This is an optimization exercise on Yosys and OpenROAD, whose aim is a short achievable clock period and few clock cycles, not a production implementation.
Function was checked by simulation only, so behaviour that the tests miss may differ from the original.
Power and IR drop assume default switching activity.

Design cpu_top, start of the top module:
module cpu_top (
    input  logic                   clk,
    input  logic                   rst,
    output logic [8-1:0] mem_addr,
    output logic [16-1:0] mem_wdata,
    output logic                   mem_we,
    output logic                   mem_req_valid,
    input  logic                   mem_req_ready,
    input  logic [16-1:0] mem_rdata,      
    output logic                   halted
);
Size: ~9200 cells after synthesis, ~2100 flip-flops, roughly 120000 sq um of cells after synthesis.
==> flow/config.mk <==
export PLATFORM = sky130hd
export DESIGN_NAME = cpu_top
export DESIGN_NICKNAME = cpu_top
export VERILOG_FILES = /design/flow/design.v
export SDC_FILE = /design/flow/constraint.sdc
export NUM_CORES = 4
export LEC_CHECK = 0
export ABC_CLOCK_PERIOD_IN_PS = 2500
export CAP_MARGIN = 20
export CORE_MARGIN = 2
export CORE_UTILIZATION = 45
export SETUP_SLACK_MARGIN = 5
export SLEW_MARGIN = 20
export TNS_END_PERCENT = 20
==> flow/constraint.sdc <==
create_clock -name core_clock -period 10.0 [get_ports {clk}]
set_input_delay 2.0000 -clock core_clock [delete_from_list [all_inputs] [get_ports {clk}]]
set_output_delay 2.0000 -clock core_clock [all_outputs]
set_load 0.01 [all_outputs]
standard.sh (not shown) runs the stock make flow with config.mk's settings and CLKGATE_MAP_FILE= SYNTH_SCRIPT=/design/flow/synth_recipe.tcl, a recipe that flattens the netlist after the stock synthesis.
==> flow/flow/run.sh <==
#!/bin/bash
# Standard layout, with timing repair aiming well below the design's period,
# sizing free to change a cell's footprint, and port buffers that can drive
set -euo pipefail
bash standard.sh finish SETUP_SLACK_MARGIN=${MARGIN:-7.5} MATCH_CELL_FOOTPRINT=0 \
    "BUFFER_PORTS_ARGS=-buffer_cell sky130_fd_sc_hd__buf_4" > standard.log 2>&1
Testbench counts at the start, summed over its fixed seeds: cycles 34,772.
Change:
--- a/flow/design.v
+++ b/flow/design.v
@@ -191,22 +191,21 @@
     assign w_op    = ir_word[15:12];
     assign w_d     = ir_word[11:8];
     assign is_sw   = (w_op == cpu_pkg::OP_SW);
     assign is_ld   = (w_op == cpu_pkg::OP_LW);
     assign is_halt = (w_op == cpu_pkg::OP_HALT);
     assign is_cond = (w_op == cpu_pkg::OP_BIZ) || (w_op == cpu_pkg::OP_BNZ);
     assign avail      = ir_valid & !ld_wait & !halt_r;
     assign needs_port = (is_ld & !dc_hit) | is_sw | is_halt;
     assign issue_a    = avail & !(is_sw | is_ld | is_halt);
     assign issue_b    = avail & (is_sw | is_ld) & (mq_cnt != 2'd2) & !(is_sw & wb_valid);
-    assign issue      = issue_a | issue_b |
-                        (avail & is_halt & (mq_cnt == 2'd0) & !req_valid);
+    assign issue      = issue_a | issue_b;
     assign ld_miss    = is_ld & !dc_hit;
     assign d_zero = (fw && ex_d == w_d) ? fw_zero : rf_zflags[w_d];
     assign taken[1]   = (w_op == cpu_pkg::OP_BIZ) || (w_op == cpu_pkg::OP_JMP);
     assign taken[0]   = (w_op == cpu_pkg::OP_BNZ) || (w_op == cpu_pkg::OP_JMP);
     assign pc2        = pc1 + 1'b1;
     assign nxt1       = ir_nxt + 1'b1;
     assign alt1       = ir_alt + 1'b1;
     assign m_tgt  = pc1 + ir_word[7:0];
     assign m_tgt1 = pc2 + ir_word[7:0];
     assign m_pred = (w_op == cpu_pkg::OP_JMP) || (w_op == cpu_pkg::OP_BNZ) ||
@@ -265,22 +264,29 @@
     end
     assign rf_ra1  = ir_word[7:4];
     assign rf_ra2  = ir_word[3:0];
     assign rf_ra3  = ir_d_st;
     assign st_data = (fw && ex_d == ir_d_st) ? fw_data : rf_rd3;
     assign dc_rd_addr = ir_word[7:0];
     assign dc_wr_en   = wb_valid | (issue & is_sw);
     assign dc_wr_addr = wb_valid ? wb_addr : ir_word[7:0];
     assign dc_wr_data = wb_valid ? wb_data : st_data;
     assign pf_dist = fpc - pc;
-    assign pf_in   = (pf_dist != '0) && (pf_dist <= PF_AHEAD);
-    assign pf_out  = (pf_dist == '0) || pf_dist[8-1];
+    always_ff @(posedge clk or negedge rst) begin
+        if (!rst) begin
+            pf_in  <= 1'b0;
+            pf_out <= 1'b0;
+        end else begin
+            pf_in  <= (pf_dist != '0) && (pf_dist <= PF_AHEAD);
+            pf_out <= (pf_dist == '0) || pf_dist[8-1];
+        end
+    end
     always_comb begin
         for (int z = 0; z < 2; z++) begin
             f_valid[z] = 1'b0;
             f_addr[z]  = req_addr;
             f_we[z]    = 1'b0;
             f_ld[z]    = 1'b0;
             f_fpc[z]   = fpc;
             if (halt_r) begin
                 f_valid[z] = 1'b0;
             end else if (avail && is_halt) begin
@@ -384,21 +390,21 @@
             if (issue) begin
                 pc       <= d_zero ? n_pc[1]  : n_pc[0];
                 pc1      <= d_zero ? n_pc1[1] : n_pc1[0];
                 ir_valid <= d_zero ? (n_hit[1] | (fill & n_byp[1]))
                                    : (n_hit[0] | (fill & n_byp[0]));
             end else if (!ir_valid) begin
                 ir_valid <= ic_d_hit | (fill & byp_d);
             end
             ld_wait  <= (issue & ld_miss) | (ld_wait & !load_done);
             ex_valid <= issue & (!w_op[3] | (w_op == cpu_pkg::OP_LI) | (is_ld & dc_hit));
-            halt_r   <= halt_r | (issue & is_halt);
+            halt_r   <= halt_r | (avail & is_halt & (mq_cnt == 2'd0) & port_free);
         end
     end
     logic [1:0] take_a;      
     logic [1:0] take_b;
     logic       sel_a;
     logic       sel_b;
     assign take_a[1] = !ir_mem & pred_ok[1] & ic_a_hit;
     assign take_a[0] = !ir_mem & pred_ok[0] & ic_a_hit;
     assign take_b[1] = !ir_mem & !pred_ok[1] & ic_b_hit;
     assign take_b[0] = !ir_mem & !pred_ok[0] & ic_b_hit;
- The new run completed with no timing, DRC or antenna violations
- hold slack degrades by 8.6 ps
- routed wire length came out higher slightly
- cell area went up slightly
- final cell count went down slightly
- clock skew came out higher by 26 ps
- clock power increases by a few percent
- maximum frequency went up slightly
- total power came out higher by a few percent
- synthesized cell count shrinks slightly
- via count stays flat
- critical path depth increases by 1
- core utilization came out higher by 0.78 points
- first-iteration DRC count goes up by a few percent
Testbench counts after the change, summed over its fixed seeds: cycles 35,073.

-- port drivers added, routing unchanged --
How much do the figures lean on ideal ports? The routed layouts below were timed once more, with nothing changed but the port constraints.
Step 1 sets driving cells, clkbuf_16 on the clock port and buf_2 on the other inputs (assumed; they add their load-dependent delay and slew).
Step 2, shift: input delay + t, output delay - t, t = (earliest + latest rising clock arrival at the registers) / 2. This alone moves slack from input paths to output paths.
Three values: no drivers, after step 1, after step 2; two values: the first two.
run | t (ns) | setup slack, ns | hold WS [ns] | pins driven straight from the clock port
the first run | 1.028 | 6.007 / 6.007 / 5.522 | 0.458 / 0.458 / 0.458 | 1
the second run | 1.004 | 6.059 / 6.059 / 6.059 | 0.449 / 0.449 / 0.449 | 1
After both steps setup and hold are still met in every run listed. For the first run, which loses most, drivers alone change the setup slack by 0.000 ns; drivers and shift together by -0.485 ns.
